This design comes from an exercise in tuning for small area on the open sky130 flow, not from production work.
In this exercise RTL edits were held to simulation tests only and were not proved equivalent to the original.
Power is estimated from default activity; no workload was simulated.

$ cat flow/flow/run.sh
#!/bin/bash
# standard layout, with clock tree synthesis told not to add dummy loads,
# the smallest buffer on the ports, and non-critical gates downsized
export CTS_ARGS="-sink_clustering_enable -repair_clock_nets -dont_use_dummy_load -buf_list sky130_fd_sc_hd__clkbuf_8 -sink_clustering_size 18 -sink_clustering_max_diameter 60"
export BUFFER_PORTS_ARGS="-buffer_cell sky130_fd_sc_hd__buf_1"
export RECOVER_POWER=100
bash standard.sh finish > standard.log 2>&1
$ cat flow/standard.sh
#!/bin/bash
# synth_recipe.tcl (not shown) runs the flow's synth.tcl, then flattens the netlist and writes it again
# the make line also repeats each setting of config.mk as NAME=value (left out here)
make -C /OpenROAD-flow-scripts/flow DESIGN_CONFIG=/design/flow/config.mk WORK_HOME=/design/flow/orfs CLKGATE_MAP_FILE= SYNTH_SCRIPT=/design/flow/synth_recipe.tcl "${@:-finish}"
$ cat flow/config.mk
export PLATFORM = sky130hd
export DESIGN_NAME = tsi_switch
export DESIGN_NICKNAME = tsi_switch
export VERILOG_FILES = /design/flow/design.v
export SDC_FILE = /design/flow/constraint.sdc
export NUM_CORES = 4
export LEC_CHECK = 0
export CAP_MARGIN = 0
export CORE_MARGIN = 2
export CORE_UTILIZATION = 52
export PLACE_DENSITY = 0.68
export SLEW_MARGIN = 0
export SYNTH_HIERARCHICAL = 1
export SYNTH_MINIMUM_KEEP_SIZE = 0
$ cat flow/constraint.sdc
create_clock -name core_clock -period 8.0 [get_ports {clk}]
set_input_delay 1.6000 -clock core_clock [delete_from_list [all_inputs] [get_ports {clk}]]
set_output_delay 1.6000 -clock core_clock [all_outputs]
set_load 0.01 [all_outputs]
$ cat flow/design.v
`default_nettype none
`default_nettype wire
`default_nettype none
module tsi_frame_counter (
	input  logic       clk,
	input  logic       reset,
	input  logic       input_valid,
	output logic [3:0] chan_hot,    
	output logic [7:0] bit_hot,     
	output logic       played
);
	logic [4:0] count;
	logic [1:0] pos_chan;
	logic [2:0] pos_bit;
	logic       frame_end;
	logic [4:0] carry;  
	assign pos_chan = count[4:3];
	assign pos_bit  = count[2:0];
	always_comb
	begin
		carry[0] = input_valid;
		for (int i = 1; i < 5; i++)
			carry[i] = carry[i - 1] && count[i - 1];
	end
	always_comb
	begin
		for (int i = 0; i < 4; i++)
			chan_hot[i] = (pos_chan == 2'(i));
		for (int i = 0; i < 8; i++)
			bit_hot[i] = (pos_bit == 3'(i));
	end
	assign frame_end = input_valid && (count == 5'd31);
	always_ff @(posedge clk)
	begin
		if (reset)
		begin
			count  <= '0;    
			played <= 1'b0;  
		end
		else
		begin
			count <= count ^ carry;  
			if (frame_end)
				played <= 1'b1;
		end
	end
endmodule
`default_nettype wire
`default_nettype none
module tsi_conn_memory (
	input  logic        clk,
	input  logic        reset,
	input  logic [21:0] control,
	input  logic [3:0]  chan_hot,    
	output logic [71:0] conn_words   
);
	logic [8:0] words [32];  
	logic       wr_en;
	logic [4:0] wr_addr;
	logic [15:0] wr_data;
	logic       wr_on;
	logic [8:0] wr_code;
	assign wr_en   = control[21];
	assign wr_addr = control[20:16];
	assign wr_data = control[15:0];
	assign wr_on = !reset && wr_data[13];
	assign wr_code = {wr_on && !wr_data[15], wr_on ? wr_data[7:0] : 8'd0};
	logic [3:0] hit_lo;
	logic [7:0] hit_hi;
	always_comb
	begin
		for (int i = 0; i < 4; i++)
			hit_lo[i] = reset || (wr_en && (wr_addr[1:0] == 2'(i)));
		for (int i = 0; i < 8; i++)
			hit_hi[i] = reset || (wr_addr[4:2] == 3'(i));
	end
	always_ff @(posedge clk)
	begin
		for (int i = 0; i < 32; i++)
		begin
			if (hit_hi[i / 4] && hit_lo[i % 4])
				words[i] <= wr_code;  
		end
	end
	for (genvar k = 0; k < 8; k++)
	begin : g_stream
		for (genvar j = 0; j < 9; j++)
		begin : g_bit
			tsi_sel4 u_sel (
				.d ({words[4*k + 3][j], words[4*k + 2][j], words[4*k + 1][j], words[4*k][j]}),
				.s (chan_hot),
				.y (conn_words[9*k + j])
			);
		end
	end
endmodule
`default_nettype wire
`default_nettype none
module tsi_speech_memory (
	input  logic        clk,
	input  logic        input_valid,
	input  logic [3:0]  chan_hot,    
	input  logic [7:0]  stream_in,
	input  logic [39:0] src_slots,   
	output logic [15:0] src_bits     
);
	logic [55:0] line [8];
	logic [31:0] slot_bits;
	always_ff @(posedge clk)
	begin
		for (int k = 0; k < 8; k++)
		begin
			if (input_valid)
				line[k] <= {line[k][54:0], stream_in[k]};
		end
	end
	for (genvar k = 0; k < 8; k++)
	begin : g_slot_stream
		for (genvar cs = 0; cs < 4; cs++)
		begin : g_slot_chan
			tsi_sel4 u_tap (
				.d ({line[k][8*(7 - cs) - 1], line[k][8*(6 - cs) - 1],
				     line[k][8*(5 - cs) - 1], line[k][8*(4 - cs) - 1]}),
				.s (chan_hot),
				.y (slot_bits[4*k + cs])
			);
		end
	end
	for (genvar k = 0; k < 8; k++)
	begin : g_read
		tsi_mux32 u_read (
			.d (slot_bits),
			.s (src_slots[5*k +: 4]),
			.y (src_bits[2*k +: 2])
		);
	end
endmodule
`default_nettype wire
`default_nettype none
module tsi_output_select (
	input  logic        clk,
	input  logic        reset,
	input  logic        input_valid,
	input  logic        played,
	input  logic [3:0]  chan_hot,
	input  logic [7:0]  bit_hot,
	input  logic [71:0] conn_words,
	input  logic [15:0] src_bits,
	output logic [7:0]  stream_out,
	output logic        sync
);
	logic [7:0] pat;        
	logic [7:0] next_bits;  
	for (genvar k = 0; k < 8; k++)
	begin : g_pat
		tsi_sel8 u_pat (
			.d (conn_words[9*k +: 8]),
			.s (bit_hot),
			.y (pat[k])
		);
	end
	always_comb
	begin
		for (int k = 0; k < 8; k++)
		begin
			if (!played)
				next_bits[k] = 1'b0;                                     
			else if (conn_words[9*k + 8])
				next_bits[k] = src_bits[2*k + 32'(conn_words[9*k + 4])];  
			else
				next_bits[k] = pat[k];  
		end
	end
	always_ff @(posedge clk)
	begin
		if (reset)
		begin
			stream_out <= '0;
			sync       <= 1'b0;
		end
		else
		begin
			if (input_valid)
				stream_out <= next_bits;
			sync <= input_valid && played && chan_hot[0] && bit_hot[0];
		end
	end
endmodule
`default_nettype wire
`default_nettype none
module tsi_switch (
	input  logic        clk,
	input  logic        reset,
	input  logic        input_valid,
	input  logic [21:0] control,      
	input  logic [7:0]  stream_in,
	output logic [7:0]  stream_out,
	output logic        sync
);
	logic [3:0] chan_hot;   
	logic [7:0] bit_hot;    
	logic played;           
	logic [71:0] conn_words;
	logic [39:0] src_slots;
	logic [15:0] src_bits;  
	always_comb
	begin
		for (int k = 0; k < 8; k++)
			src_slots[5*k +: 5] = conn_words[9*k +: 5];
	end
	tsi_frame_counter u_tsi_frame_counter (
		.clk         (clk),
		.reset       (reset),
		.input_valid (input_valid),
		.chan_hot    (chan_hot),
		.bit_hot     (bit_hot),
		.played      (played)
	);
	tsi_conn_memory u_tsi_conn_memory (
		.clk        (clk),
		.reset      (reset),
		.control    (control),
		.chan_hot   (chan_hot),
		.conn_words (conn_words)
	);
	tsi_speech_memory u_tsi_speech_memory (
		.clk         (clk),
		.input_valid (input_valid),
		.chan_hot    (chan_hot),
		.stream_in   (stream_in),
		.src_slots   (src_slots),
		.src_bits    (src_bits)
	);
	tsi_output_select u_tsi_output_select (
		.clk         (clk),
		.reset       (reset),
		.input_valid (input_valid),
		.played      (played),
		.chan_hot    (chan_hot),
		.bit_hot     (bit_hot),
		.conn_words  (conn_words),
		.src_bits    (src_bits),
		.stream_out  (stream_out),
		.sync        (sync)
	);
endmodule
module tsi_mux4 (
	input  logic [3:0] d,
	input  logic [1:0] s,
	output logic       y
);
	assign y = d[s];
endmodule
module tsi_aoi3 (
	input  logic [2:0] a,
	input  logic [2:0] b,
	output logic       y
);
	assign y = !(|(a & b));
endmodule
module tsi_nand2 (
	input  logic a,
	input  logic b,
	output logic y
);
	assign y = !(a && b);
endmodule
module tsi_nand4 (
	input  logic [3:0] a,
	output logic       y
);
	assign y = !(&a);
endmodule
module tsi_sel4 (
	input  logic [3:0] d,
	input  logic [3:0] s,
	output logic       y
);
	logic n_lo;  
	logic n_hi;  
	tsi_aoi3  u_lo (.a (d[2:0]), .b (s[2:0]), .y (n_lo));
	tsi_nand2 u_hi (.a (d[3]), .b (s[3]), .y (n_hi));
	tsi_nand2 u_or (.a (n_lo), .b (n_hi), .y (y));
endmodule
module tsi_sel8 (
	input  logic [7:0] d,
	input  logic [7:0] s,
	output logic       y
);
	logic [3:0] n;  
	tsi_aoi3  u_g0 (.a (d[2:0]), .b (s[2:0]), .y (n[0]));
	tsi_aoi3  u_g1 (.a (d[5:3]), .b (s[5:3]), .y (n[1]));
	tsi_nand2 u_g2 (.a (d[6]), .b (s[6]), .y (n[2]));
	tsi_nand2 u_g3 (.a (d[7]), .b (s[7]), .y (n[3]));
	tsi_nand4 u_or (.a (n), .y (y));
endmodule
module tsi_mux32 (
	input  logic [31:0] d,
	input  logic [3:0]  s,
	output logic [1:0]  y
);
	logic [7:0] l1;
	logic [3:0] s_hot;  
	always_comb
	begin
		for (int i = 0; i < 4; i++)
			s_hot[i] = (s[1:0] == 2'(i));
	end
	for (genvar g = 0; g < 8; g++)
	begin : g_l1
		tsi_sel4 u_l1 (.d (d[4*g +: 4]), .s (s_hot), .y (l1[g]));
	end
	for (genvar g = 0; g < 2; g++)
	begin : g_l2
		tsi_mux4 u_l2 (.d (l1[4*g +: 4]), .s (s[3:2]), .y (y[g]));
	end
endmodule
`default_nettype wire
==> results.py, run 1 <==
metrics = {
    "yosys": {
        "syn-cell-area_um2": 27100,
        "ys_seq_area_frac": 0.828,
        "synth_edf_count": 736,
        "synthXorXnorAreaFrac": 0.000324,
        "ys_warn_count": 14,
        "syn_inst": 1473,
        "synth_flop_cell": "edfxtp_1",
        "avgSynthCellArea_um2": 18.4,
        "synth_fp_nets": 1510,
        "synth_compound_area_frac": 0.0798,
        "synthMuxAreaShare": 0.0163,
        "synth_fa_ha_area_frac": 0.00185,
        "yosys.area_share.simple": 0.0724,
        "synth_top_family_by_area": "compound AO/OA/AOI/OAI gates",
        "synthArstFlopShare": 0,
        "synth.distinct_cells": 37,
        "ys_ff_latch": 751,
    },
    "power_and_ir_drop": {
        "ir_worst_vdd_mv": 0.193,
        "powerDensity_nw_per_um2": 233,
        "fin_total_pwr_uw": 6740,
        "p_leak_uw": 0.00938,
    },
    "floorplanning": {
        "ioPinCount": 42,
        "die_x_um": 232,
        "num_rows": 83,
        "die_y_um": 232,
        "die_area_um2": 53900,
        "start_util": 0.526,
        "core_um2": 51400,
    },
    "setup_path": {
        "start_kind": "primary input",
        "crit_type": "in -> reg",
        "end_kind": "flop",
        "crit_family": "buffers and inverters",
        "slowest_delay_ns": 1.88,
        "crit_slowest_cell": "clkbuf_1",
        "crit_path_frequent_cell": "clkbuf_1",
        "cp.required_ns": 8.23,
        "crit_chain": "clkbuf_1 > clkbuf_1 > buf_4",
        "critical_path_buf_inv_count": 3,
        "arrival_ns": 5.64,
        "cp_max_fo": 79,
    },
    "detailed_routing": {
        "first_pass_iters": 12,
        "wire_per_inst_um": 24.3,
        "drtAntennaViolNets": 0,
        "num_vias": 14400,
        "drt_iter0_markers": 2446,
        "viasPerCell": 6.37,
        "drc_errors": 0,
        "routed_wl_um": 54900,
    },
    "final_layout": {
        "areaGrowthSynthToFinish_pct": 6.72,
        "instances_no_fill": 2258,
        "drive_above_1_share": 0.0692,
        "final_area_um2": 28900,
        "nets": 1615,
        "fillers": 3851,
    },
    "clock_network": {
        "cts_setup_buffers": 0,
        "post_cts_resized": 0,
        "max-clock-path-buffers": 3,
        "cts_tree": "yes",
        "clock-root-buffer": "clkbuf_8",
        "holdBufCountCts": 0,
        "path_clk_slew_ns": 0.10,
        "cts.sinks": 751,
        "clock_latency_ns": 0.65,
        "htreeDepth": 2,
        "cts_made_buffers": 50,
    },
    "sta": {
        "tns_ns": 0,
        "relSlewSlack": -0.794,
        "min_period_ns": 5.41,
        "fin_crit_sh": 0.676,
        "tightest_slew_ns": 2.69,
        "skew_ns": 0.0436,
        "hold_viol": 0,
        "setup_slack_ns": 2.59,
        "setup_violations": 0,
        "rsz0062_at_grt": "no",
        "timing.final.max_slew_violations": 397,
        "fmax_ghz": 0.185,
    },
    "placement": {
        "place.gp.congestion": 0.853,
        "placed_cells": 2206,
        "placed_area_um2": 28300,
        "dp_hpwl_um": 31100,
        "post-place-ws_ns": 3.80,
        "portBuffers": 35,
    },
    "global_routing": {
        "grt_max_degree": 167,
        "grt_pass1_vias": 13600,
        "grt_pass1_wl_um": 81800,
        "grt.overflow.total": 0,
        "antenna_found_initial": 0,
        "gr-usage-all-layers": 0.202,
    },
    "outcome": {
        "status": "finished with violations",
        "so_faults": "max-capacitance violations, max-slew violations",
    },
    "worst_hold_path": {
        "worstHoldPathType": "reg -> reg",
    },
    "flow_run": {
        "maxCapViolations": 19,
    },
}
[path summary, 6_finish.rpt]
kind | from | endpoint | slack [ns] | depth (start not counted)
worst min register to register | u_tsi_speech_memory.line[1][1] | u_tsi_speech_memory.line[1][2] | 0.38 | 0
worst max register to register | u_tsi_frame_counter.count[3] | u_tsi_output_select.stream_out[2] | 3.71 | 12
worst max-delay path | input_valid | u_tsi_speech_memory.line[1][0] | 2.59 | 3
worst min-delay path | u_tsi_speech_memory.line[1][1] | u_tsi_speech_memory.line[1][2] | 0.38 | 0
[sequential cells by signal, indices dropped and copies added, names as in the netlist]
name and flops:
u_tsi_output_select.sync 1, u_tsi_output_select.stream_out 8, u_tsi_frame_counter.count 5, u_tsi_frame_counter.played 1, u_tsi_speech_memory.line 448, u_tsi_conn_memory.words 288
[layout make-up]
cell class | count | area (um2) | area share
flip-flops and latches | 751 | 22400 | 0.776
repair buffers | 59 | 297 | 0.0103
inverters | 2 | 7.51 | 0.000260
clock buffers | 50 | 688 | 0.0238
multi-input cells | 714 | 4630 | 0.160
well taps | 680 | 851 | 0.0295
diodes | 2 | 5.00 | 0.000173
[layer usage]
layer / routed length [um] / global-route usage / vias to the layer above
li1: - / - / 6267
met1: 22800 / 0.297 / 7176
met2: 24400 / 0.301 / 774
met3: 5770 / 0.0392 / 156
met4: 1900 / 0.0805 / 0
met5: 0 / 0 / -
[placed cells by master (no fill, tap or decap), drive strengths merged, types with 15 or more instances in the layout]
| cell | instances |
|---|---|
| o21ai | 21 |
| nor2b | 17 |
| a222oi | 184 |
| a21oi | 18 |
| buf | 44 |
| dfxtp | 15 |
| nand2 | 355 |
| mux4 | 16 |
| nor2 | 20 |
| and2 | 17 |
| clkbuf | 65 |
| edfxtp | 736 |
[power by group]
group	internal (uW)	switching, uW	leakage, uW
Clock	562	1080	0.000360
Combinational	133	282	0.00184
Sequential	4600	82.1	0.00718
[cells in the mapped netlist (all sizes together), types with 4 or more instances]
master	count	area share
nor2b	17	0.0039
nor2	20	0.0028
mux2i	8	0.0030
a222oi	184	0.068
o21ai	21	0.0043
a211o	8	0.0026
nand3b	5	0.0014
ha	4	0.0018
nand2b	8	0.0018
nand2	355	0.050
mux4	16	0.013
edfxtp	736	0.82
or3b	4	0.0016
and2	17	0.0043
a21oi	18	0.0040
and2b	8	0.0026
dfxtp	15	0.011
nand4	8	0.0018
[per-module statistics from Yosys (local to each module, per instance), a selection]
module / copies in the design / cells inside / flip-flops and latches / cell area (um2)
tsi_speech_memory: 1 / 448 / 448 / 13500
tsi_conn_memory: 1 / 347 / 288 / 9020
tsi_output_select: 1 / 54 / 9 / 485
tsi_frame_counter: 1 / 32 / 6 / 318
tsi_mux32: 8 / 4 / 0 / 26.3
tsi_mux4: 16 / 1 / 0 / 22.5
tsi_aoi3: 184 / 1 / 0 / 10.0
tsi_nand4: 8 / 1 / 0 / 6.26
tsi_nand2: 352 / 1 / 0 / 3.75
[logic make-up after synthesis]
| group | count (synthesis) |
|---|---|
| buffers and inverters | 8 |
| AOI/OAI and AO/OA | 234 |
| and+or+nand+nor | 451 |
| xor gates and xnor gates | 1 |
| adders and majority gates | 4 |
| DFF | 751 |
| muxes | 24 |
[metrics by stage]
stage	hold slack [ns]	utilization
after floorplan	0.400	-
after global placement	0.401	0.550
after detailed placement	0.405	0.550
after CTS	0.384	0.563
after global routing	0.379	0.562
final	0.376	0.562
==> run 2, diff against run 1 <==
==> flow/flow/run.sh (replaced) <==
#!/bin/bash
# standard layout, with clock tree synthesis told not to add dummy loads
export CTS_ARGS="-sink_clustering_enable -repair_clock_nets -dont_use_dummy_load -buf_list sky130_fd_sc_hd__clkbuf_4 -root_buf sky130_fd_sc_hd__clkbuf_4 -sink_clustering_buffer sky130_fd_sc_hd__clkbuf_8 -sink_clustering_size 18 -sink_clustering_max_diameter 60"
export BUFFER_PORTS_ARGS="-buffer_cell sky130_fd_sc_hd__buf_1"
bash standard.sh finish > standard.log 2>&1
--- a/flow/config.mk
+++ b/flow/config.mk
@@ -8,6 +8,6 @@
 export CAP_MARGIN = 0
 export CORE_MARGIN = 2
-export CORE_UTILIZATION = 52
-export PLACE_DENSITY = 0.68
+export CORE_UTILIZATION = 60
+export PLACE_DENSITY = 0.75
 export SLEW_MARGIN = 0
 export SYNTH_HIERARCHICAL = 1
==> results.py, run 2 <==
metrics = {
    "clock_network": {
        "cts_made_buffers": 50,
        "cts_tree": "yes",
        "cts_setup_buffers": 0,
        "clock-root-buffer": "clkbuf_4",
        "cts.sinks": 751,
        "max-clock-path-buffers": 3,
        "path_clk_slew_ns": 0.11,
        "htreeDepth": 2,
        "holdBufCountCts": 0,
        "post_cts_resized": 0,
        "clock_latency_ns": 0.89,
    },
    "sta": {
        "fin_crit_sh": 0.514,
        "rsz0062_at_grt": "no",
        "setup_violations": 0,
        "skew_ns": 0.0683,
        "tns_ns": 0,
        "relSlewSlack": 0.111,
        "timing.final.max_slew_violations": 0,
        "tightest_slew_ns": 1.33,
        "hold_viol": 0,
        "fmax_ghz": 0.243,
        "min_period_ns": 4.11,
        "setup_slack_ns": 3.89,
    },
    "final_layout": {
        "final_common_cell": "edfxtp_1",
        "nets": 1613,
        "drive_above_1_share": 0.0826,
        "regMostFlops": "u_tsi_speech_memory.line",
        "largest_register_ff_count": 448,
        "areaGrowthSynthToFinish_pct": 6.46,
        "mostFrequentLayoutCells": "736 x edfxtp_1, 354 x nand2_1, 184 x a222oi_1",
        "reg_top3": "u_tsi_speech_memory.line: 448 flops, u_tsi_conn_memory.words: 288 flops, u_tsi_output_select.stream_out: 8 flops",
    },
    "power_and_ir_drop": {
        "internal-power_uw": 5260,
        "switching_power_uw": 1430,
        "p_sw_frac": 0.213,
        "fin_total_pwr_uw": 6680,
        "p_clk_frac": 0.237,
        "powerDensity_nw_per_um2": 232,
        "seq_power_share": 0.701,
        "p_leak_uw": 0.00943,
        "pwr-share-comb": 0.063,
        "ir_worst_vdd_mv": 0.202,
    },
    "yosys": {
        "yosysMostFrequentCell": "edfxtp_1",
        "synth_top_cells_by_area": "edfxtp_1 82%, a222oi_1 6.8%, nand2_1 4.9%, mux4_2 1.3%, dfxtp_1 1.1%",
        "synth_flop_cell": "edfxtp_1",
        "synth.distinct_cells": 37,
        "synth_common_cells": "736 x edfxtp_1, 354 x nand2_1, 184 x a222oi_1",
        "ys_seq_area_frac": 0.828,
        "synth_edf_count": 736,
        "ys_ff_latch": 751,
        "avgSynthCellArea_um2": 18.4,
        "synth_fp_nets": 1510,
        "yosysTopAreaCell": "edfxtp_1",
        "synth_top_area_frac": 0.817,
        "syn_inst": 1473,
        "ys_warn_count": 14,
        "syn-cell-area_um2": 27100,
        "synthArstFlopShare": 0,
    },
    "global_routing": {
        "grt_pass1_wl_um": 80500,
        "antenna_found_initial": 2,
        "grt.overflow.total": 0,
        "gr-usage-all-layers": 0.230,
        "grt_pass1_vias": 13700,
        "grt_max_degree": 219,
    },
    "detailed_routing": {
        "wire_per_inst_um": 25.1,
        "routed_wl_um": 54500,
        "drt_iter0_markers": 2889,
        "first_pass_iters": 14,
        "num_vias": 14300,
        "viasPerCell": 6.60,
        "drtAntennaViolNets": 0,
        "drc_errors": 0,
    },
    "outcome": {
        "status": "finished clean",
    },
    "flow_run": {
        "maxCapViolations": 0,
    },
    "floorplanning": {
        "num_rows": 77,
        "die_area_um2": 46800,
        "die_x_um": 216,
        "die_y_um": 216,
        "ioPinCount": 42,
        "core_um2": 44400,
        "start_util": 0.609,
    },
    "worst_hold_path": {
        "worstHoldPathType": "reg -> reg",
        "min_delay_path_depth": 0,
    },
    "setup_path": {
        "crit_family": "simple AND/OR/NAND/NOR gates",
        "r2r_cells": 11,
        "crit_slowest_cell": "and2_4",
        "slowest_delay_ns": 0.67,
        "cp_max_fo": 59,
        "start_kind": "flop",
        "critical_path_buf_inv_count": 1,
        "end_kind": "flop",
        "crit_chain": "and2_4 > buf_4 > nand2_1 > nand2_1 > and2b_2 > a222oi_1 > nand2_1 > mux4_2 > mux2i_1 > a211o_1 > a21oi_1",
        "crit_path_frequent_cell": "nand2_1",
        "arrival_ns": 4.88,
        "cp_num_cells": 11,
        "cp.required_ns": 8.77,
        "crit_type": "reg -> reg",
    },
    "placement": {
        "post-place-ws_ns": 3.70,
        "dp_hpwl_um": 31800,
        "place.gp.congestion": 0.835,
        "portBuffers": 35,
    },
}
==> run 2: cell types whose count changed in the layout (fill, tap and decap cells not counted), moves of 6 or more <==
cell,delta
o21ai_1,+12
clkbuf_1,-15
buf_4,+13
and2_0,-7
clkbuf_4,+6
o21ai_0,-15
and2_1,+7
==> run 2: Yosys stat by module, one instance, submodules excluded, excerpt <==
| module | flip-flops and latches | cells | area, um2 |
|---|---|---|---|
| tsi_mux4 | 0 | 1 | 22.5 |
| tsi_frame_counter | 6 | 32 | 318 |
| tsi_conn_memory | 288 | 347 | 9020 |
| tsi_nand4 | 0 | 1 | 6.26 |
| tsi_aoi3 | 0 | 1 | 10.0 |
| tsi_speech_memory | 448 | 448 | 13500 |
| tsi_output_select | 9 | 54 | 485 |
| tsi_nand2 | 0 | 1 | 3.75 |
| tsi_mux32 | 0 | 4 | 26.3 |
==> run 2: final cells by class <==
class	count	area, um2
inverter	2	7.51
timing repair buffer	57	325
tap	592	741
multi-input combinational	714	4670
fill	3005	15600
clock buffer	50	657
antenna	5	12.5
sequential	751	22400
==> run 2: power groups by stage <==
stage	registers [uW]	logic (uW)	clock network (uW)
after floorplan	4730	248	0
after global placement	4750	400	0
after detailed placement	4770	412	0
after CTS	4690	412	1630
after global routing	4710	449	1770
final	4680	420	1580
==> run 2: routing by layer <==
metal,track usage,vias to the layer above,wire (um)
li1,-,6264,-
met1,0.338,7193,22000
met2,0.351,753,25400
met3,0.0449,109,5330
met4,0.0849,0,1780
met5,0,-,0
==> run 2: per-stage QoR <==
step / instances / cell area (um2) / util / hold slack [ns]
after floorplan: 1473 / 27100 / - / 0.400
after global placement: 2116 / 28100 / 0.634 / 0.400
after detailed placement: 2116 / 28100 / 0.634 / 0.405
after CTS: 2166 / 28800 / 0.648 / 0.381
after global routing: 2171 / 28800 / 0.649 / 0.391
final: 2171 / 28800 / 0.649 / 0.377
==> run 2: cell families after synthesis <==
kind of cell    count (synthesis)  synth area share
buf+inv                         8           0.00157
xor+xnor                        1          0.000324
simple gates                  451            0.0724
flops                         751             0.828
compound gates                234            0.0798
fa+ha+maj                       4           0.00185
mux                            24            0.0163
==> run 2: path summary, 6_finish.rpt <==
| kind | endpoint | start | slack [ns] |
|---|---|---|---|
| max | u_tsi_output_select.stream_out[0] | u_tsi_frame_counter.count[4] | 3.89 |
| min | u_tsi_speech_memory.line[1][6] | u_tsi_speech_memory.line[1][5] | 0.38 |
| max reg2reg | u_tsi_output_select.stream_out[0] | u_tsi_frame_counter.count[4] | 3.89 |
| min reg2reg | u_tsi_speech_memory.line[1][6] | u_tsi_speech_memory.line[1][5] | 0.38 |
==> run 3, diff against run 2 <==
==> flow/flow/run.sh (replaced) <==
#!/bin/bash
# standard layout, with clock tree synthesis told not to add dummy loads
export CTS_ARGS="-sink_clustering_enable -repair_clock_nets -dont_use_dummy_load -buf_list sky130_fd_sc_hd__clkbuf_4 -root_buf sky130_fd_sc_hd__clkbuf_4 -sink_clustering_buffer sky130_fd_sc_hd__clkbuf_8 -sink_clustering_size 20 -sink_clustering_max_diameter 60"
export BUFFER_PORTS_ARGS="-buffer_cell sky130_fd_sc_hd__buf_1"
bash standard.sh finish > standard.log 2>&1
==> results.py, run 3 <==
metrics = {
    "detailed_routing": {
        "drc_errors": 0,
        "num_vias": 14300,
        "wire_per_inst_um": 25.0,
        "drtAntennaViolNets": 0,
        "drt_iter0_markers": 3011,
        "first_pass_iters": 14,
        "routed_wl_um": 54100,
        "viasPerCell": 6.58,
    },
    "yosys": {
        "synth_fp_nets": 1510,
        "synth_flop_cell": "edfxtp_1",
        "yosysMostFrequentCell": "edfxtp_1",
        "syn_inst": 1473,
        "ys_seq_area_frac": 0.828,
        "synth_top_cells_by_area": "edfxtp_1 82%, a222oi_1 6.8%, nand2_1 4.9%, mux4_2 1.3%, dfxtp_1 1.1%",
        "synth_common_cells": "736 x edfxtp_1, 354 x nand2_1, 184 x a222oi_1",
        "yosysTopAreaCell": "edfxtp_1",
        "ys_warn_count": 14,
        "synth.distinct_cells": 37,
        "synth_top_area_frac": 0.817,
        "syn-cell-area_um2": 27100,
        "ys_ff_latch": 751,
        "avgSynthCellArea_um2": 18.4,
        "synth_edf_count": 736,
        "synthArstFlopShare": 0,
    },
    "floorplanning": {
        "ioPinCount": 42,
        "num_rows": 77,
        "core_um2": 44400,
        "die_area_um2": 46800,
        "start_util": 0.609,
        "die_y_um": 216,
        "die_x_um": 216,
    },
    "power_and_ir_drop": {
        "p_sw_frac": 0.212,
        "seq_power_share": 0.707,
        "internal-power_uw": 5220,
        "fin_total_pwr_uw": 6620,
        "p_clk_frac": 0.229,
        "switching_power_uw": 1410,
        "ir_worst_vdd_mv": 0.184,
        "powerDensity_nw_per_um2": 230,
        "p_leak_uw": 0.00940,
        "pwr-share-comb": 0.063,
    },
    "setup_path": {
        "crit_slowest_cell": "and2_4",
        "arrival_ns": 4.88,
        "r2r-start": "u_tsi_frame_counter.count[4]",
        "critical_path_buf_inv_count": 1,
        "crit_type": "reg -> reg",
        "cp.required_ns": 8.76,
        "crit_path_frequent_cell": "nand2_1",
        "end_kind": "flop",
        "crit_chain": "and2_4 > buf_4 > nand2_1 > nand2_1 > and2b_2 > a222oi_1 > nand2_1 > mux4_2 > mux2i_1 > a211o_1 > a21oi_1",
        "start_kind": "flop",
        "slowest_delay_ns": 0.66,
        "crit_family": "simple AND/OR/NAND/NOR gates",
        "worstSetupStartpoint": "u_tsi_frame_counter.count[4]",
        "cp_max_fo": 59,
    },
    "sta": {
        "whs_ns": 0.375,
        "setup_violations": 0,
        "tightest_slew_ns": 1.29,
        "relSlewSlack": 0.141,
        "hold_viol": 0,
        "min_period_ns": 4.11,
        "fin_crit_sh": 0.514,
        "timing.final.max_slew_violations": 0,
        "skew_ns": 0.0646,
        "fmax_ghz": 0.243,
        "rsz0062_at_grt": "no",
        "tns_ns": 0,
    },
    "global_routing": {
        "gr-usage-all-layers": 0.230,
        "grt_pass1_vias": 13600,
        "grt_max_degree": 219,
        "grt.overflow.total": 0,
        "grt_pass1_wl_um": 80300,
        "antenna_found_initial": 3,
    },
    "placement": {
        "portBuffers": 35,
        "place.gp.congestion": 0.835,
        "placed_cells": 2116,
        "dp_hpwl_um": 31800,
    },
    "outcome": {
        "status": "finished clean",
    },
    "final_layout": {
        "areaGrowthSynthToFinish_pct": 6.25,
        "nets": 1609,
        "final_common_cell": "edfxtp_1",
        "seq_area_um2": 22400,
        "reg_top3": "u_tsi_speech_memory.line: 448 flops, u_tsi_conn_memory.words: 288 flops, u_tsi_output_select.stream_out: 8 flops",
        "multi_input_area_um2": 4670,
        "final_util": 0.647,
        "instances_no_fill": 2166,
        "regMostFlops": "u_tsi_speech_memory.line",
        "fillers": 2976,
        "largest_register_ff_count": 448,
        "drive_above_1_share": 0.0803,
        "mostFrequentLayoutCells": "736 x edfxtp_1, 354 x nand2_1, 184 x a222oi_1",
    },
    "clock_network": {
        "htreeDepth": 2,
        "max-clock-path-buffers": 3,
        "cts_made_buffers": 46,
        "cts_setup_buffers": 0,
        "path_clk_slew_ns": 0.12,
        "holdBufCountCts": 0,
        "clock-root-buffer": "clkbuf_4",
        "clock_latency_ns": 0.87,
        "post_cts_resized": 0,
        "cts_tree": "yes",
        "cts.sinks": 751,
    },
    "flow_run": {
        "maxCapViolations": 0,
    },
    "worst_hold_path": {
        "worstHoldPathType": "reg -> reg",
        "worstHoldStart": "u_tsi_speech_memory.line[6][43]",
    },
}
## run 3: cell types whose count changed in the layout (fill, tap and decap cells not counted)
cell | before | now
diode_2 | 5 | 4
clkbuf_8 | 45 | 41
## run 3: per-layer routing
layer  GRT usage  routed length (um)
met1       0.343               21700
met2       0.351               25200
met3      0.0396                5470
met4      0.0772                1680
met5           0                   0
## run 3: cell type report
| type | count | area share |
|---|---|---|
| antenna | 4 | 0.000348 |
| clock buffer | 46 | 0.0209 |
| inverter | 2 | 0.000261 |
| multi-input combinational | 714 | 0.162 |
| sequential | 751 | 0.779 |
| tap | 592 | 0.0258 |
| timing repair buffer | 57 | 0.0113 |
## run 3: path summary, 6_finish.rpt
check / to / slack, ns / cells past startpoint
setup / recovery: u_tsi_output_select.stream_out[0] / 3.89 / 11
setup reg to reg: u_tsi_output_select.stream_out[0] / 3.89 / 11
hold reg to reg: u_tsi_speech_memory.line[6][44] / 0.37 / 0
hold / removal: u_tsi_speech_memory.line[6][44] / 0.37 / 0
## run 3: logic make-up after synthesis
| group | Yosys count | share of synthesized area |
|---|---|---|
| AOI/OAI and AO/OA | 234 | 0.0798 |
| xor gates and xnor gates | 1 | 0.000324 |
| and+or+nand+nor | 451 | 0.0724 |
| adders and majority gates | 4 | 0.00185 |
| muxes | 24 | 0.0163 |
| buffers and inverters | 8 | 0.00157 |
| DFF | 751 | 0.828 |
## run 3: worst reg2reg max path, stage by stage, from the launching register on
cell,delay [ns]
dfxtp_1,0.54
and2_4,0.66
buf_4,0.66
nand2_1,0.11
nand2_1,0.19
and2b_2,0.31
a222oi_1,0.31
nand2_1,0.11
mux4_2,0.46
mux2i_1,0.33
a211o_1,0.24
a21oi_1,0.08
## run 3: metrics by stage
| stage | worst slack (ns) | instance area, um2 |
|---|---|---|
| 2_1_floorplan | 2.26 | 27100 |
| 3_3_place_gp | 3.75 | 28100 |
| 3_5_place_dp | 3.70 | 28100 |
| 4_1_cts | 3.99 | 28700 |
| 5_1_grt | 3.69 | 28800 |
| 6_report | 3.89 | 28800 |
## run 3: power by group through the flow
| stage | Sequential [uW] | Combinational, uW | Clock [uW] |
|---|---|---|---|
| floorplan | 4730 | 248 | 0 |
| global placement | 4750 | 400 | 0 |
| detailed placement | 4770 | 412 | 0 |
| CTS | 4690 | 412 | 1570 |
| global route | 4710 | 449 | 1700 |
| finish | 4680 | 420 | 1520 |
## run 3: per-module statistics from Yosys (local to each module, per instance), a selection
module,flops+latches,cells
tsi_speech_memory,448,448
tsi_conn_memory,288,347
tsi_output_select,9,54
tsi_frame_counter,6,32
tsi_mux32,0,4
tsi_mux4,0,1
tsi_aoi3,0,1
tsi_nand4,0,1
tsi_nand2,0,1
==> run 4, diff against run 3 <==
==> flow/flow/run.sh (replaced) <==
#!/bin/bash
# standard layout, with clock tree synthesis told not to add dummy loads,
# small clock buffers above the leaf level, and the smallest buffer on the ports
export CTS_ARGS="-sink_clustering_enable -repair_clock_nets -dont_use_dummy_load -buf_list sky130_fd_sc_hd__clkbuf_4 -root_buf sky130_fd_sc_hd__clkbuf_4 -sink_clustering_buffer sky130_fd_sc_hd__clkbuf_8 -sink_clustering_size 20 -sink_clustering_max_diameter 60"
export BUFFER_PORTS_ARGS="-buffer_cell sky130_fd_sc_hd__buf_1"
bash standard.sh finish > standard.log 2>&1
==> results.py, run 4 <==
metrics = {
    "floorplanning": {
        "die_area_um2": 46800,
        "core_um2": 44400,
        "die_y_um": 216,
        "die_x_um": 216,
        "start_util": 0.609,
        "num_rows": 77,
        "ioPinCount": 42,
    },
    "detailed_routing": {
        "drtAntennaViolNets": 0,
        "drt_iter0_markers": 3011,
        "wire_per_inst_um": 25.0,
        "viasPerCell": 6.58,
        "first_pass_iters": 14,
        "num_vias": 14300,
        "routed_wl_um": 54100,
        "drc_errors": 0,
    },
    "setup_path": {
        "crit_path_frequent_cell": "nand2_1",
        "crit_slowest_cell": "and2_4",
        "arrival_ns": 4.88,
        "end_kind": "flop",
        "slowest_delay_ns": 0.66,
        "r2r-start": "u_tsi_frame_counter.count[4]",
        "crit_family": "simple AND/OR/NAND/NOR gates",
        "cp.required_ns": 8.76,
        "cp_max_fo": 59,
        "start_kind": "flop",
        "crit_type": "reg -> reg",
        "worstSetupStartpoint": "u_tsi_frame_counter.count[4]",
        "critical_path_buf_inv_count": 1,
        "crit_chain": "and2_4 > buf_4 > nand2_1 > nand2_1 > and2b_2 > a222oi_1 > nand2_1 > mux4_2 > mux2i_1 > a211o_1 > a21oi_1",
    },
    "clock_network": {
        "cts_made_buffers": 46,
        "htreeDepth": 2,
        "clock_latency_ns": 0.87,
        "cts_tree": "yes",
        "path_clk_slew_ns": 0.12,
        "post_cts_resized": 0,
        "cts_setup_buffers": 0,
        "holdBufCountCts": 0,
        "clock-root-buffer": "clkbuf_4",
        "cts.sinks": 751,
        "max-clock-path-buffers": 3,
    },
    "yosys": {
        "yosysMostFrequentCell": "edfxtp_1",
        "ys_seq_area_frac": 0.828,
        "synthArstFlopShare": 0,
        "yosysTopAreaCell": "edfxtp_1",
        "synth_fp_nets": 1510,
        "avgSynthCellArea_um2": 18.4,
        "synth_common_cells": "736 x edfxtp_1, 354 x nand2_1, 184 x a222oi_1",
        "syn_inst": 1473,
        "synth.distinct_cells": 37,
        "ys_warn_count": 14,
        "synth_top_area_frac": 0.817,
        "synth_edf_count": 736,
        "ys_ff_latch": 751,
        "syn-cell-area_um2": 27100,
        "synth_flop_cell": "edfxtp_1",
        "synth_top_cells_by_area": "edfxtp_1 82%, a222oi_1 6.8%, nand2_1 4.9%, mux4_2 1.3%, dfxtp_1 1.1%",
    },
    "global_routing": {
        "grt.overflow.total": 0,
        "grt_pass1_vias": 13600,
        "grt_pass1_wl_um": 80300,
        "antenna_found_initial": 3,
        "gr-usage-all-layers": 0.230,
        "grt_max_degree": 219,
    },
    "power_and_ir_drop": {
        "ir_worst_vdd_mv": 0.184,
        "powerDensity_nw_per_um2": 230,
        "p_leak_uw": 0.00940,
    },
    "final_layout": {
        "regMostFlops": "u_tsi_speech_memory.line",
        "mostFrequentLayoutCells": "736 x edfxtp_1, 354 x nand2_1, 184 x a222oi_1",
        "reg_top3": "u_tsi_speech_memory.line: 448 flops, u_tsi_conn_memory.words: 288 flops, u_tsi_output_select.stream_out: 8 flops",
        "drive_above_1_share": 0.0803,
        "final_area_um2": 28800,
        "areaGrowthSynthToFinish_pct": 6.25,
        "final_common_cell": "edfxtp_1",
        "largest_register_ff_count": 448,
        "fillers": 2976,
        "nets": 1609,
    },
    "flow_run": {
        "maxCapViolations": 0,
    },
    "sta": {
        "timing.final.max_slew_violations": 0,
        "fin_crit_sh": 0.514,
        "tns_ns": 0,
        "setup_violations": 0,
        "skew_ns": 0.0646,
        "tightest_slew_ns": 1.29,
        "min_period_ns": 4.11,
        "fmax_ghz": 0.243,
        "hold_viol": 0,
        "rsz0062_at_grt": "no",
        "setup_slack_ns": 3.89,
        "relSlewSlack": 0.141,
    },
    "placement": {
        "post-place-ws_ns": 3.70,
        "dp_hpwl_um": 31800,
        "placed_area_um2": 28100,
        "portBuffers": 35,
        "place.gp.congestion": 0.835,
    },
    "worst_hold_path": {
        "worstHoldStart": "u_tsi_speech_memory.line[6][43]",
        "worstHoldPathType": "reg -> reg",
    },
    "outcome": {
        "status": "finished clean",
    },
}
## run 4: per-layer routing
layer / vias to the layer above / part of all wire / global-route usage
met3: 112 / 0.10 / 0.0396
li1: 6255 / - / -
met2: 787 / 0.47 / 0.351
met5: - / 0 / 0
met1: 7105 / 0.40 / 0.343
met4: 0 / 0.031 / 0.0772
## run 4: final timing paths
kind	slack (ns)	to	cells after the start
max	3.89	u_tsi_output_select.stream_out[0]	11
min	0.37	u_tsi_speech_memory.line[6][44]	0
max reg2reg	3.89	u_tsi_output_select.stream_out[0]	11
min reg2reg	0.37	u_tsi_speech_memory.line[6][44]	0
## run 4: Yosys stat by module (local to each module, per instance), a selection
module | times used | cells | flip-flops and latches
tsi_nand2 | 352 | 1 | 0
tsi_conn_memory | 1 | 347 | 288
tsi_speech_memory | 1 | 448 | 448
tsi_mux4 | 16 | 1 | 0
tsi_nand4 | 8 | 1 | 0
tsi_output_select | 1 | 54 | 9
tsi_mux32 | 8 | 4 | 0
## run 4: kinds of logic (layout without fill, tap and decap cells)
family                     Yosys count  after routing  synth area share
and+or+nand+nor                    451            451            0.0724
muxes                               24             24            0.0163
other                                0              4                 0
buffers and inverters                8            105           0.00157
xor gates and xnor gates             1              1          0.000324
AOI/OAI and AO/OA                  234            234            0.0798
DFF                                751            751             0.828
adders and majority gates            4              4           0.00185
## run 4: through the flow
stage                     utilization  hold WS (ns)  power (uW)  cells
final                           0.647         0.375        6620   2166
after global routing            0.647         0.370        6860   2166
after CTS                       0.647         0.373        6670   2162
after detailed placement        0.634         0.405        5190   2116
after global placement          0.634         0.400        5150   2116
after floorplan                     -         0.400        4980   1473
## run 4: area by class of cell
| type | count | area [um2] | share of cell area |
|---|---|---|---|
| clock buffers | 46 | 602 | 0.0209 |
| flip-flops and latches | 751 | 22400 | 0.779 |
| diodes | 4 | 10.0 | 0.000348 |
| inverters | 2 | 7.51 | 0.000261 |
| repair buffers | 57 | 325 | 0.0113 |
| multi-input cells | 714 | 4670 | 0.162 |
| well taps | 592 | 741 | 0.0258 |
## run 4: power breakdown
group / total [uW] / internal, uW / leakage (uW) / switching (uW)
Combinational: 420 / 136 / 0.00190 / 284
Sequential: 4680 / 4600 / 0.00718 / 85.3
Clock: 1520 / 483 / 0.000318 / 1040

## afterwards: timing with drivers on the ports
The flow's constraints put no driver on any port. The routed layouts listed below were extracted and timed again, unchanged, in two steps. Step 1 sets driving cells, clkbuf_16 on the clock port and buf_2 on the other inputs (assumed; they add their load-dependent delay and slew). Step 2 moves the port delays by t, midway between the first and last clock arrival at a register: inputs arrive t later, outputs are due t later. That takes back most of the time a late clock gives input paths. Slacks: ideal ports / drivers / drivers and shift; pairs: ideal ports / drivers.
| run | shift t [ns] | setup slack, ns | worst setup path after step 2 | worst register clock-pin slew, ns |
|---|---|---|---|---|
| run 1 | 0.688 | 2.591 / 2.601 / 1.914 | input to register | 0.11 / 0.11 |
| run 2 | 0.908 | 3.892 / 3.892 / 3.635 | input to register | 0.11 / 0.11 |
| run 3 | 0.891 | 3.888 / 3.888 / 3.638 | input to register | 0.12 / 0.12 |
| run 4 | 0.891 | 3.888 / 3.888 / 3.638 | input to register | 0.12 / 0.12 |
For run 1, which loses most, drivers alone change the setup slack by +0.010 ns; drivers and shift together by -0.677 ns.
